This design comes from an exercise in tuning for small area, a short achievable clock period and few clock cycles on the open sky130 flow, not from production work.
In this exercise RTL edits were held to simulation tests only and were not proved equivalent to the original.
No activity file was given, so power comes from the tool's default toggle rates.

Design gem_img_line_decoder, start of the top module:
module gem_img_line_decoder (
  input  logic        clk,
  input  logic        rst_n,
  input  logic        in_valid,
  output logic        in_ready,
  input  logic [7:0]  in_data_byte,
  input  logic        in_image_start,
  output logic        out_valid,
  input  logic        out_ready,
  output logic [1:0]  out_run_kind,
  output logic [7:0]  out_fill_byte,
  output logic [63:0] out_pattern_word,
  output logic [15:0] out_byte_count,
  output logic        out_end_of_line,
  output logic [7:0]  out_line_repeats,
  output logic        out_image_done,
  input  logic        cfg_valid,
  output logic        cfg_ready,
  input  logic [1:0]  cfg_index,
  input  logic [15:0] cfg_data
);
For scale: roughly 210 flip-flops, ~140 I/O pins.
==> flow/config.mk <==
export PLATFORM = sky130hd
export DESIGN_NAME = gem_img_line_decoder
export DESIGN_NICKNAME = gem_img_line_decoder
export VERILOG_FILES = /design/flow/design.v
export SDC_FILE = /design/flow/constraint.sdc
export NUM_CORES = 4
export LEC_CHECK = 0
export ABC_AREA = 1
export CAP_MARGIN = 20
export CORE_MARGIN = 2
export CORE_UTILIZATION = 60
export PLACE_DENSITY = 0.75
export SETUP_SLACK_MARGIN = 5
export SLEW_MARGIN = 20
==> flow/constraint.sdc <==
create_clock -name core_clock -period 10.5 [get_ports {clk}]
set_input_delay 2.1000 -clock core_clock [delete_from_list [all_inputs] [get_ports {clk}]]
set_output_delay 2.1000 -clock core_clock [all_outputs]
set_load 0.01 [all_outputs]
standard.sh (not shown) runs the stock make flow with config.mk's settings and CLKGATE_MAP_FILE= SYNTH_SCRIPT=/design/flow/synth_recipe.tcl, a recipe that flattens the netlist after the stock synthesis.
==> flow/flow/run.sh <==
#!/bin/bash
set -euo pipefail
bash standard.sh SETUP_SLACK_MARGIN=7.3 \
  "BUFFER_PORTS_ARGS=-buffer_cell sky130_fd_sc_hd__buf_1" \
  "CTS_ARGS=-sink_clustering_enable -repair_clock_nets -dont_use_dummy_load -sink_clustering_size 30 -sink_clustering_max_diameter 120" \
  finish > standard.log 2>&1
Testbench counts at the start, summed over its fixed seeds: cycles 18,194.
==> next run, changes <==
==> flow/flow/run.sh (replaced) <==
#!/bin/bash
set -euo pipefail
bash standard.sh SETUP_SLACK_MARGIN=7.4 \
  "BUFFER_PORTS_ARGS=-buffer_cell sky130_fd_sc_hd__buf_1" \
  "CTS_ARGS=-sink_clustering_enable -repair_clock_nets -dont_use_dummy_load" \
  finish > standard.log 2>&1
Outcome:
- clock-buffer cell count rises by 12
- routed wire length rises by 3.9%
- area after synthesis stays the same
- setup slack improves by 0.018 ns
- core utilization rises by 3.5 points
==> next run, changes <==
==> flow/flow/run.sh (replaced) <==
#!/bin/bash
set -euo pipefail
bash standard.sh SETUP_SLACK_MARGIN=7.3 \
  "BUFFER_PORTS_ARGS=-buffer_cell sky130_fd_sc_hd__buf_1" \
  "CTS_ARGS=-sink_clustering_enable -repair_clock_nets -dont_use_dummy_load" \
  finish > standard.log 2>&1
Result: Final area goes down by 3.5%; via count goes down by 1.1%; power goes down by 1.1%; cell count goes down by 0.90%; clock skew goes down by 0.014 ns; count of clock-buffer cells in the layout does not change; fmax barely changes; utilization goes down by 2.6 points; critical path depth does not change; setup slack degrades by 0.0076 ns; synthesized area does not change.
==> next run, changes <==
==> flow/flow/run.sh (replaced) <==
#!/bin/bash
set -euo pipefail
bash standard.sh SETUP_SLACK_MARGIN=7.4 \
  "BUFFER_PORTS_ARGS=-buffer_cell sky130_fd_sc_hd__buf_1" \
  "CTS_ARGS=-sink_clustering_enable -repair_clock_nets -dont_use_dummy_load" \
  finish > standard.log 2>&1
Settings changed: CTS_BUF_LIST from default to sky130_fd_sc_hd__clkbuf_8.
What happened: Cell area came out higher by 3.6%; power went up by 1.1%; core utilization grows by 2.6 points; die area is unchanged; combinational power increases by about 6%; first-iteration DRC count rises by 11%.
==> next run, changes <==
==> flow/flow/run.sh (replaced) <==
#!/bin/bash
set -euo pipefail
bash standard.sh SETUP_SLACK_MARGIN=7.35 \
  "BUFFER_PORTS_ARGS=-buffer_cell sky130_fd_sc_hd__buf_1" \
  "CTS_ARGS=-sink_clustering_enable -repair_clock_nets -dont_use_dummy_load -sink_clustering_size 24 -sink_clustering_max_diameter 80 -buf_list sky130_fd_sc_hd__clkbuf_16" \
  finish > standard.log 2>&1
Settings changed: CTS_BUF_LIST sky130_fd_sc_hd__clkbuf_8 to default, TNS_END_PERCENT from default to 5.
What happened: The new run finished clean; setup slack got worse by 0.10 ns; routed wire length decreases by 3.3%; final area decreases by 5.3%; clock skew increases by 0.0032 ns; global-route usage decreases by 1.2 points; die area stays the same; first-iteration DRC count decreases by 18%; cell count decreases by 0.64%; power decreases by 11%; sequential share of layout area increases by 2.0 points.
==> next run, changes <==
==> flow/flow/run.sh (replaced) <==
#!/bin/bash
set -euo pipefail
bash standard.sh SETUP_SLACK_MARGIN=7.2 \
  "BUFFER_PORTS_ARGS=-buffer_cell sky130_fd_sc_hd__buf_1" \
  "CTS_ARGS=-sink_clustering_enable -repair_clock_nets -dont_use_dummy_load" \
  finish > standard.log 2>&1
Settings changed: TNS_END_PERCENT 5 to default.
Effect:
- The new run ran to the end with no violations
- via count is about the same
- synthesized cell count stays the same
- hold slack is about the same
- non-clock buffer count falls by 7
- final area rose by 0.89%
- combinational power is lower by about 2%

* * *

run A:
gem_img_line_decoder, a different RTL version from the one above (not shown whole).
Size: about 1200 cells after synthesis, about 140 I/O pins, ~11000 sq um of cells after synthesis.
## gem_img_line_decoder
module gem_img_line_decoder (
  input  logic        clk,
  input  logic        rst_n,
  input  logic        in_valid,
  output logic        in_ready,
  input  logic [7:0]  in_data_byte,
  input  logic        in_image_start,
  output logic        out_valid,
  input  logic        out_ready,
  output logic [1:0]  out_run_kind,
  output logic [7:0]  out_fill_byte,
  output logic [63:0] out_pattern_word,
  output logic [15:0] out_byte_count,
  output logic        out_end_of_line,
  output logic [7:0]  out_line_repeats,
  output logic        out_image_done,
  input  logic        cfg_valid,
  output logic        cfg_ready,
  input  logic [1:0]  cfg_index,
  input  logic [15:0] cfg_data
);
  logic [3:0]  plen_r;
  logic [15:0] lb_r;
  logic [15:0] lt_r;
  logic        a_vld, b_vld, ir_r;
  logic [7:0]  a_d, b_d;
  logic        b_s;
  logic [3:0]  ph_r;
  logic [15:0] bl_r;       
  logic [15:0] ll_r;       
  logic        act_r;      
  logic [7:0]  rep_r;      
  logic [10:0] tc_r;       
  logic [2:0]  idx_r;      
  logic        out_vld_r;
  logic [1:0]  kind_r;
  logic [7:0]  fill_r;
  logic [63:0] store_r;
  logic [10:0] cnt_r;      
  logic        eol_r;
  logic [7:0]  reps_r;
  logic        done_r;
  logic in_take, step, a_free, a_new_vld, a_new_s, init;
  logic b_vld_nxt;
  assign in_ready  = ir_r;
  assign in_take   = in_valid && !b_vld;
  assign step      = a_vld && (!out_vld_r || out_ready);
  assign a_free    = !a_vld || step;
  assign a_new_vld = b_vld || in_take;
  assign a_new_s   = b_vld ? b_s : in_image_start;
  assign init      = a_free && a_new_vld && a_new_s;
  assign b_vld_nxt = a_free ? 1'b0 : a_new_vld;
  assign cfg_ready = 1'b1;
  always_ff @(posedge clk) begin
    if (!rst_n) begin
      a_vld <= 1'b0;
      b_vld <= 1'b0;
      ir_r  <= 1'b1;
    end else begin
      if (a_free) a_vld <= a_new_vld;
      b_vld <= b_vld_nxt;
      ir_r  <= !b_vld_nxt;
    end
  end
  always_ff @(posedge clk) begin
    if (a_free) begin
      a_d <= b_vld ? b_d : in_data_byte;
    end
    if (!b_vld) begin
      b_d <= in_data_byte;
      b_s <= in_image_start;
    end
  end
  logic [7:0]  d;
  logic        line_start;
  logic [15:0] bl_e;
  logic        d_zero, d_80, d_ff;
  logic        tagph, solid, lit, patb, first, full, clip_now, emit;
  logic [15:0] cnt;
  logic [16:0] diff;
  logic        eol_s, eol_l, eol_p, eol_c;
  logic [10:0] clip;
  ...
Settings: LEC_CHECK=0, CAP_MARGIN=20, CORE_MARGIN=2, CORE_UTILIZATION=60, PLACE_DENSITY=0.75, SETUP_SLACK_MARGIN=5, SLEW_MARGIN=20; clock period 10.5 ns.
==> flow/flow/run.sh <==
#!/bin/bash
set -euo pipefail
bash standard.sh SETUP_SLACK_MARGIN=7.0 "BUFFER_PORTS_ARGS=-buffer_cell sky130_fd_sc_hd__buf_1" finish > standard.log 2>&1
Testbench counts of run A, summed over its fixed seeds: cycles 18,194.
Input changes introduced in run B (baseline for comparison: run A):
==> flow/flow/run.sh <==
#!/bin/bash
set -euo pipefail
bash standard.sh SETUP_SLACK_MARGIN=7.4 "BUFFER_PORTS_ARGS=-buffer_cell sky130_fd_sc_hd__buf_1" finish > standard.log 2>&1
Findings:
- Comparing power in the clock group for run B and run A, the bigger number came from run B.
- Total combinational power (run B / run A): 1.10
- From run A to run B the numbers moved as follows: instance count on the critical path decreased by 1 relative to the old numbers, maximum fanout along the worst path increased by 8 relative to the old numbers.
- The worst setup slack of run B exceeds that of run A by 0.27 ns.
- Per the comparison of run B with run A, via count went up 4.9%, cell area went up 5.8%, multi-input logic portion of the cell area went down 0.74 points, final hold slack went down 0.017 ns.
- Comparing run B and run A, the higher data arrival time of the critical path was measured on run A.

==> what the ideal ports hide <==
How much do the figures lean on ideal ports? The routed layouts below were timed once more, with nothing changed but the port constraints. Step 1 sets driving cells, clkbuf_16 on the clock port and buf_2 on the other inputs (assumed; they add their load-dependent delay and slew). Step 2 adds t to the input delays and takes it off the output delays; t is the mean of the earliest and latest rising clock arrival at the registers after step 1. Input paths then give back, and output paths get back, about the clock's delay inside the block. Three values: ideal ports, drivers, drivers and shift; two values: the first two.
run | t, ns | setup slack, ns | worst hold slack (ns) | worst setup path at the end | worst register clock-pin slew, ns
the first run of note 1 | 0.504 | 7.327 / 7.304 / 6.832 | 0.463 / 0.463 / 0.463 | input to register | 0.12 / 0.12
the second run of note 1 | 0.540 | 7.345 / 7.301 / 6.923 | 0.445 / 0.445 / 0.445 | input to register | 0.07 / 0.07
the third run of note 1 | 0.531 | 7.337 / 7.293 / 6.833 | 0.453 / 0.453 / 0.453 | input to register | 0.06 / 0.06
the fourth run of note 1 | 0.540 | 7.345 / 7.301 / 6.923 | 0.445 / 0.445 / 0.445 | input to register | 0.07 / 0.07
the fifth run of note 1 | 0.492 | 7.243 / 7.262 / 6.770 | 0.454 / 0.454 / 0.454 | input to register | 0.10 / 0.10
the sixth run of note 1 | 0.541 | 7.254 / 7.270 / 6.736 | 0.453 / 0.453 / 0.453 | input to register | 0.06 / 0.06
run A | 0.556 | 7.005 / 7.005 / 6.488 | 0.468 / 0.468 / 0.468 | input to register | 0.06 / 0.06
run B | 0.559 | 7.278 / 7.237 / 6.783 | 0.451 / 0.451 / 0.451 | input to register | 0.07 / 0.07
After both steps every run listed still meets setup and hold. For the sixth run of note 1, which loses most, drivers alone change the setup slack by +0.016 ns; drivers and shift together by -0.518 ns.
